Background: an optimization exercise with open tools, aiming at small area, a short achievable clock period and few clock cycles per item. Do not read the settings as production practice. At most, simulation tests tie the RTL to the original design; equivalence was not proved. Power figures rest on the tool's default switching activity, not on a simulated workload.

== wip/cedar ==
// pp_reduction_sequencer
module pp_reduction_sequencer #(
    parameter int WIDTH  = 128,
    parameter int MAX_PP = 16,
    parameter int CNT_W  = 5
) (
    input  logic             clk,
    input  logic             rst,
    input  logic             start,
    input  logic [CNT_W-1:0] pp_count,
    output logic             busy,
    output logic             err,
    input  logic             in_valid,
    output logic             in_ready,
    input  logic [WIDTH-1:0] in_pp0,
    input  logic [WIDTH-1:0] in_pp1,
    output logic             out_valid,
    input  logic             out_ready,
    output logic [WIDTH-1:0] out_result
);
    localparam logic [CNT_W-1:0] c_MAX_PP = CNT_W'(MAX_PP);
    localparam logic [CNT_W-1:0] c_ONE    = CNT_W'(1);
    localparam int BW = 16;
    localparam int NB = WIDTH / BW;
    logic             r_active;      
    logic             r_first;       
    logic             r_odd;
    logic [CNT_W-1:0] r_beats_left;
    logic             r_mask1;       
    logic             r_res_valid;   
    logic             r_err;
    logic [WIDTH-1:0] r_acc;
    logic [NB-1:0]    r_cb;          
    logic [NB-1:0]    w_base_cb;
    logic [NB-1:0]    w_cb_next;
    logic [WIDTH-1:0] w_acc_next;
    logic [WIDTH-1:0] w_carries;
    logic             w_count_ok;
    logic [CNT_W-1:0] w_beats_init;
    logic             w_last_beat;
    logic             w_beat_fire;
    logic             w_res_take;
    logic             w_start_take;
    logic [WIDTH-1:0] w_base;
    logic [WIDTH-1:0] w_lane1;
    logic [WIDTH-1:0] w_csa_s;
    logic [WIDTH-1:0] w_csa_c;
    assign w_count_ok   = (pp_count != '0) && (pp_count <= c_MAX_PP);
    assign w_beats_init = (pp_count >> 1) + {{(CNT_W-1){1'b0}}, pp_count[0]};
    assign w_last_beat  = (r_beats_left == c_ONE);
    assign in_ready     = r_active && !(r_res_valid && !out_ready);
    assign w_beat_fire  = in_valid && in_ready;
    assign w_res_take   = r_res_valid && out_ready;
    assign busy         = r_active && !(w_beat_fire && w_last_beat);
    assign w_start_take = start && !busy;
    assign w_base  = r_first ? '0 : r_acc;
    assign w_lane1 = r_mask1 ? '0 : in_pp1;
  ...
==> module pp_reduction_sequencer, before the edit <==
module pp_reduction_sequencer #(
    parameter int WIDTH  = 128,
    parameter int MAX_PP = 16,
    parameter int CNT_W  = 5
) (
    input  logic             clk,
    input  logic             rst,
    input  logic             start,
    input  logic [CNT_W-1:0] pp_count,
    output logic             busy,
    output logic             err,
    input  logic             in_valid,
    output logic             in_ready,
    input  logic [WIDTH-1:0] in_pp0,
    input  logic [WIDTH-1:0] in_pp1,
    output logic             out_valid,
    input  logic             out_ready,
    output logic [WIDTH-1:0] out_result
);
    localparam logic [CNT_W-1:0] c_MAX_PP = CNT_W'(MAX_PP);
    localparam logic [CNT_W-1:0] c_ONE    = CNT_W'(1);
    localparam int BW = 16;
    localparam int NB = WIDTH / BW;
    logic             r_active;      
    logic             r_first;       
    logic             r_odd;
    logic [CNT_W-1:0] r_beats_left;
    logic             r_mask1;       
    logic             r_res_valid;   
    logic             r_err;
    logic [WIDTH-1:0] r_acc;
    logic [NB-1:0]    r_cb;          
    logic [NB-1:0]    w_base_cb;
    logic [NB-1:0]    w_cb_next;
    logic [WIDTH-1:0] w_acc_next;
    logic [WIDTH-1:0] w_carries;
    logic             w_count_ok;
    logic [CNT_W-1:0] w_beats_init;
    logic             w_last_beat;
    logic             w_beat_fire;
    logic             w_res_take;
    logic             w_start_take;
    logic [WIDTH-1:0] w_base;
    logic [WIDTH-1:0] w_lane1;
    logic [WIDTH-1:0] w_csa_s;
    logic [WIDTH-1:0] w_csa_c;
    assign w_count_ok   = (pp_count != '0) && (pp_count <= c_MAX_PP);
    assign w_beats_init = (pp_count >> 1) + {{(CNT_W-1){1'b0}}, pp_count[0]};
    assign w_last_beat  = (r_beats_left == c_ONE);
    assign in_ready     = r_active && !(r_res_valid && !out_ready);
    assign w_beat_fire  = in_valid && in_ready;
    assign w_res_take   = r_res_valid && out_ready;
    assign busy         = r_active && !(w_beat_fire && w_last_beat);
    assign w_start_take = start && !busy;
    assign w_base  = r_first ? '0 : r_acc;
    assign w_lane1 = r_mask1 ? '0 : in_pp1;
    assign w_csa_s = w_base ^ in_pp0 ^ w_lane1;
    assign w_csa_c = {(w_base[WIDTH-2:0] & in_pp0[WIDTH-2:0]) |
                      (w_base[WIDTH-2:0] & w_lane1[WIDTH-2:0]) |
                      (in_pp0[WIDTH-2:0] & w_lane1[WIDTH-2:0]), 1'b0};
    assign w_base_cb = r_first ? '0 : r_cb;
    for (genvar b = 0; b < NB; b++) begin : g_blk
        logic [BW+1:0] w_t;
        pp_blk_add_bk u_add (
            .a ({1'b0, w_csa_s[b*BW +: BW], 1'b1}),
            .b ({1'b0, w_csa_c[b*BW +: BW], (b == 0) ? 1'b0 : w_base_cb[b]}),
            .y (w_t)
        );
        assign w_acc_next[b*BW +: BW] = w_t[BW:1];
        assign w_cb_next[b]           = w_t[BW+1];
    end
    always_ff @(posedge clk) begin
        if (w_beat_fire) begin
            r_acc <= w_acc_next;
            r_cb  <= {w_cb_next[NB-2:0], 1'b0};
        end
    end
    for (genvar b = 0; b < NB; b++) begin : g_res
        assign w_carries[b*BW +: BW] = {{(BW-1){1'b0}}, (b == 0) ? 1'b0 : r_cb[b]};
    end
    always_ff @(posedge clk) begin
        if (rst) begin
            r_active     <= 1'b0;
            r_first      <= 1'b0;
            r_odd        <= 1'b0;
            r_mask1      <= 1'b0;
            r_beats_left <= '0;
            r_res_valid  <= 1'b0;
            r_err        <= 1'b0;
        end else begin
            r_err <= w_start_take && !w_count_ok;
            if (w_res_take) begin
                r_res_valid <= 1'b0;
            end
            if (w_beat_fire) begin
                r_first      <= 1'b0;
                r_beats_left <= r_beats_left - c_ONE;
                r_mask1      <= r_odd && (r_beats_left == CNT_W'(2));
                if (w_last_beat) begin
                    r_active    <= 1'b0;
                    r_res_valid <= 1'b1;
                end
            end
            if (w_start_take && w_count_ok) begin
                r_active     <= 1'b1;
                r_first      <= 1'b1;
                r_odd        <= pp_count[0];
                r_beats_left <= w_beats_init;
                r_mask1      <= (pp_count == c_ONE);
            end
        end
    end
    assign err        = r_err;
    assign out_valid  = r_res_valid;
    pp_out_add_sk u_res (
        .a (r_acc),
        .b (w_carries),
        .y (out_result)
    );
endmodule
export LEC_CHECK = 0
export CAP_MARGIN = 20
export CORE_MARGIN = 2
export CORE_UTILIZATION = 40
export SLEW_MARGIN = 20
create_clock -name core_clock -period 4.0 [get_ports {clk}]
standard.sh (not shown) runs the stock make flow with config.mk's settings and CLKGATE_MAP_FILE= SYNTH_SCRIPT=/design/flow/synth_recipe.tcl, a recipe that flattens the netlist after the stock synthesis.
==> flow/flow/run.sh <==
#!/bin/bash
# Standard ORFS layout, except that the port buffers are plain buf_1 cells
# (resizing may still upsize them) instead of the default delay buffers.
set -euo pipefail
bash standard.sh BUFFER_PORTS_ARGS="-buffer_cell sky130_fd_sc_hd__buf_1" finish > make_finish.log 2>&1
Testbench counts of wip/cedar, summed over its fixed seeds: cycles 8,944, items 2,000.
What wip/fjord does differently from wip/cedar at the input level:
diff --git a/flow/design.v b/flow/design.v
--- a/flow/design.v
+++ b/flow/design.v
@@ -1806,8 +1806,10 @@
     localparam logic [CNT_W-1:0] c_ONE    = CNT_W'(1);
     localparam int BW = 16;
     localparam int NB = WIDTH / BW;
+    localparam int NC = 8;          
+    localparam int CW = WIDTH / NC;        
     logic             r_active;      
-    logic             r_first;       
+    logic [NC-1:0]    r_first;       
     logic             r_odd;
     logic [CNT_W-1:0] r_beats_left;
     logic             r_mask1;       
@@ -1837,13 +1839,24 @@
     assign w_res_take   = r_res_valid && out_ready;
     assign busy         = r_active && !(w_beat_fire && w_last_beat);
     assign w_start_take = start && !busy;
-    assign w_base  = r_first ? '0 : r_acc;
+    for (genvar k = 0; k < NC; k++) begin : g_first
+        assign w_base[k*CW +: CW] = r_first[k] ? '0 : r_acc[k*CW +: CW];
+        always_ff @(posedge clk) begin
+            if (rst) begin
+                r_first[k] <= 1'b0;
+            end else begin
+                r_first[k] <= (w_start_take && w_count_ok) || (r_first[k] && !w_beat_fire);
+            end
+        end
+    end
     assign w_lane1 = r_mask1 ? '0 : in_pp1;
     assign w_csa_s = w_base ^ in_pp0 ^ w_lane1;
     assign w_csa_c = {(w_base[WIDTH-2:0] & in_pp0[WIDTH-2:0]) |
                       (w_base[WIDTH-2:0] & w_lane1[WIDTH-2:0]) |
                       (in_pp0[WIDTH-2:0] & w_lane1[WIDTH-2:0]), 1'b0};
-    assign w_base_cb = r_first ? '0 : r_cb;
+    for (genvar b = 0; b < NB; b++) begin : g_cbm
+        assign w_base_cb[b] = r_first[(b*BW)/CW] ? 1'b0 : r_cb[b];
+    end
     for (genvar b = 0; b < NB; b++) begin : g_blk
         logic [BW+1:0] w_t;
         pp_blk_add_bk u_add (
@@ -1866,7 +1879,6 @@
     always_ff @(posedge clk) begin
         if (rst) begin
             r_active     <= 1'b0;
-            r_first      <= 1'b0;
             r_odd        <= 1'b0;
             r_mask1      <= 1'b0;
             r_beats_left <= '0;
@@ -1878,8 +1890,7 @@
                 r_res_valid <= 1'b0;
             end
             if (w_beat_fire) begin
-                r_first      <= 1'b0;
-                r_beats_left <= r_beats_left - c_ONE;
+                    r_beats_left <= r_beats_left - c_ONE;
                 r_mask1      <= r_odd && (r_beats_left == CNT_W'(2));
                 if (w_last_beat) begin
                     r_active    <= 1'b0;
@@ -1888,7 +1899,6 @@
             end
             if (w_start_take && w_count_ok) begin
                 r_active     <= 1'b1;
-                r_first      <= 1'b1;
                 r_odd        <= pp_count[0];
                 r_beats_left <= w_beats_init;
                 r_mask1      <= (pp_count == c_ONE);
Findings:
The flow completed for wip/fjord, but it is not clean: the layout still shows setup timing. Taking wip/cedar as the reference, in wip/fjord via count of the first global-routing pass went up 337; multi-input combinational cell count went down 1.9%. Going from wip/cedar to wip/fjord, number of cells upsized or downsized after cts grew by more than 100%. | overall power consumption | higher: wip/fjord |. Comparing wip/fjord with wip/cedar, the portion of total power attributed to the clock network came out essentially unchanged. Die width for wip/fjord is lower than for wip/cedar. Higher share of cell area taken by flip-flops and latches was reported by wip/cedar, not wip/fjord. Placed standard-cell area on wip/fjord is up relative to wip/cedar. wip/fjord vs wip/cedar: final total negative setup slack down in wip/fjord.
Function not checked in wip/fjord: the RTL went through the layout flow alone.

========
Another version of the RTL of pp_reduction_sequencer (not shown whole).
Size: roughly 1500 cells after synthesis, roughly 400 I/O pins, about 17000 um2 of cells after synthesis.
==> module pp_blk_add_fa, before the edit <==
module pp_blk_add_fa (
    input  logic [5:0] a,
    input  logic [5:0] b,
    output logic [5:0] y
);
    logic [6:0] k;
    assign k[0] = 1'b0;
    for (genvar i = 0; i < 6; i++) begin : g_fa
        assign y[i]   = a[i] ^ b[i] ^ k[i];
        assign k[i+1] = (a[i] & b[i]) | (a[i] & k[i]) | (b[i] & k[i]);
    end
endmodule
==> module pp_reduction_sequencer, before the edit <==
module pp_reduction_sequencer #(
    parameter int WIDTH  = 128,
    parameter int MAX_PP = 16,
    parameter int CNT_W  = 5
) (
    input  logic             clk,
    input  logic             rst,
    input  logic             start,
    input  logic [CNT_W-1:0] pp_count,
    output logic             busy,
    output logic             err,
    input  logic             in_valid,
    output logic             in_ready,
    input  logic [WIDTH-1:0] in_pp0,
    input  logic [WIDTH-1:0] in_pp1,
    output logic             out_valid,
    input  logic             out_ready,
    output logic [WIDTH-1:0] out_result
);
    localparam logic [CNT_W-1:0] c_MAX_PP = CNT_W'(MAX_PP);
    localparam logic [CNT_W-1:0] c_ONE    = CNT_W'(1);
    localparam int BW = 4;
    localparam int NB = WIDTH / BW;
    logic             r_active;      
    logic             r_first;       
    logic             r_odd;
    logic [CNT_W-1:0] r_beats_left;
    logic             r_mask1;       
    logic             r_res_valid;   
    logic             r_err;
    logic [WIDTH-1:0] r_acc;
    logic [NB-1:0]    r_cb;          
    logic [NB-1:0]    w_base_cb;
    logic [NB-1:0]    w_cb_next;
    logic [WIDTH-1:0] w_acc_next;
    logic [WIDTH-1:0] w_carries;
    logic             w_count_ok;
    logic [CNT_W-1:0] w_beats_init;
    logic             w_last_beat;
    logic             w_beat_fire;
    logic             w_res_take;
    logic             w_start_take;
    logic [WIDTH-1:0] w_base;
    logic [WIDTH-1:0] w_lane1;
    logic [WIDTH-1:0] w_csa_s;
    logic [WIDTH-1:0] w_csa_c;
    assign w_count_ok   = (pp_count != '0) && (pp_count <= c_MAX_PP);
    assign w_beats_init = (pp_count >> 1) + {{(CNT_W-1){1'b0}}, pp_count[0]};
    assign w_last_beat  = (r_beats_left == c_ONE);
    assign in_ready     = r_active && !(r_res_valid && !out_ready);
    assign w_beat_fire  = in_valid && in_ready;
    assign w_res_take   = r_res_valid && out_ready;
    assign busy         = r_active && !(w_beat_fire && w_last_beat);
    assign w_start_take = start && !busy;
    assign w_base  = r_first ? '0 : r_acc;
    assign w_lane1 = r_mask1 ? '0 : in_pp1;
    assign w_csa_s = w_base ^ in_pp0 ^ w_lane1;
    assign w_csa_c = {(w_base[WIDTH-2:0] & in_pp0[WIDTH-2:0]) |
                      (w_base[WIDTH-2:0] & w_lane1[WIDTH-2:0]) |
                      (in_pp0[WIDTH-2:0] & w_lane1[WIDTH-2:0]), 1'b0};
    assign w_base_cb = r_first ? '0 : r_cb;
    for (genvar b = 0; b < NB; b++) begin : g_blk
        logic [BW+1:0] w_t;
        pp_blk_add_fa u_add (
            .a ({1'b0, w_csa_s[b*BW +: BW], 1'b1}),
            .b ({1'b0, w_csa_c[b*BW +: BW], (b == 0) ? 1'b0 : w_base_cb[b]}),
            .y (w_t)
        );
        assign w_acc_next[b*BW +: BW] = w_t[BW:1];
        assign w_cb_next[b]           = w_t[BW+1];
    end
    always_ff @(posedge clk) begin
        if (w_beat_fire) begin
            r_acc <= w_acc_next;
            r_cb  <= {w_cb_next[NB-2:0], 1'b0};
        end
    end
    for (genvar b = 0; b < NB; b++) begin : g_res
        assign w_carries[b*BW +: BW] = {{(BW-1){1'b0}}, (b == 0) ? 1'b0 : r_cb[b]};
    end
    always_ff @(posedge clk) begin
        if (rst) begin
            r_active     <= 1'b0;
            r_first      <= 1'b0;
            r_odd        <= 1'b0;
            r_mask1      <= 1'b0;
            r_beats_left <= '0;
            r_res_valid  <= 1'b0;
            r_err        <= 1'b0;
        end else begin
            r_err <= w_start_take && !w_count_ok;
            if (w_res_take) begin
                r_res_valid <= 1'b0;
            end
            if (w_beat_fire) begin
                r_first      <= 1'b0;
                r_beats_left <= r_beats_left - c_ONE;
                r_mask1      <= r_odd && (r_beats_left == CNT_W'(2));
                if (w_last_beat) begin
                    r_active    <= 1'b0;
                    r_res_valid <= 1'b1;
                end
            end
            if (w_start_take && w_count_ok) begin
                r_active     <= 1'b1;
                r_first      <= 1'b1;
                r_odd        <= pp_count[0];
                r_beats_left <= w_beats_init;
                r_mask1      <= (pp_count == c_ONE);
            end
        end
    end
    assign err        = r_err;
    assign out_valid  = r_res_valid;
    pp_out_add_sk u_res (
        .a (r_acc),
        .b (w_carries),
        .y (out_result)
    );
endmodule
Settings: LEC_CHECK=0, ABC_CLOCK_PERIOD_IN_PS=2500, CAP_MARGIN=20, CORE_MARGIN=2, CORE_UTILIZATION=40, SLEW_MARGIN=20; clock period 4.0 ns.
Scripts as last shown in full above: flow/flow/run.sh
The baseline finished but fails on negative setup slack.
Next try:
--- a/flow/design.v
+++ b/flow/design.v
@@ -1,12 +1,12 @@
 `default_nettype none
 module pp_blk_add_fa (
-    input  logic [5:0] a,
-    input  logic [5:0] b,
-    output logic [5:0] y
+    input  logic [9:0] a,
+    input  logic [9:0] b,
+    output logic [9:0] y
 );
-    logic [6:0] k;
+    logic [10:0] k;
     assign k[0] = 1'b0;
-    for (genvar i = 0; i < 6; i++) begin : g_fa
+    for (genvar i = 0; i < 10; i++) begin : g_fa
         assign y[i]   = a[i] ^ b[i] ^ k[i];
         assign k[i+1] = (a[i] & b[i]) | (a[i] & k[i]) | (b[i] & k[i]);
     end
@@ -1707,7 +1707,7 @@
 );
     localparam logic [CNT_W-1:0] c_MAX_PP = CNT_W'(MAX_PP);
     localparam logic [CNT_W-1:0] c_ONE    = CNT_W'(1);
-    localparam int BW = 4;
+    localparam int BW = 8;
     localparam int NB = WIDTH / BW;
     logic             r_active;      
     logic             r_first;       
- The changed run finished but fails on negative setup slack
- clock-buffer cell count grows by 1
- clock skew stays flat
- core utilization rose by 4.1 points
- non-clock buffer count climbs by 61
- hold slack improves by 0.015 ns
- total power goes up by a few percent
- synthesized cell count goes down by about a fifth
- wire length decreases by a few percent
- synthesized area decreases by roughly a tenth
- clock power rises by a few percent
- final cell count drops by roughly a tenth
- worst setup slack loses 0.16 ns
No run of this note included a check of the RTL's function; only the layout flow was run.

port drivers added, routing unchanged:
How much do the figures lean on ideal ports? The routed layouts below were timed once more, with nothing changed but the port constraints. Step 1 assumes that a clkbuf_16 drives the clock port and a buf_2 every other input. Step 2 moves the port delays by t, midway between the first and last clock arrival at a register: inputs arrive t later, outputs are due t later. That takes back most of the time a late clock gives input paths. Slacks: no drivers / after step 1 / after step 2; pairs: no drivers / after step 1.
run | shift t [ns] | setup slack, ns | worst setup path at the end | worst register clock-pin slew, ns
wip/cedar | 0.498 | 0.054 / 0.003 / -0.142 | input to register | 0.07 / 0.07
wip/fjord | 0.492 | -0.451 / -0.507 / -0.285 | input to register | 0.07 / 0.07
the first run of note 2 | 0.494 | -0.331 / -0.383 / 0.111 | register to output | 0.07 / 0.07
the second run of note 2 | 0.490 | -0.491 / -0.491 / -0.839 | input to register | 0.07 / 0.07
Met with ideal ports but missed after step 2: setup timing in wip/cedar. The setup slack of the second run of note 2, which loses most, moves by 0.000 ns with the drivers and by -0.348 ns with both steps.
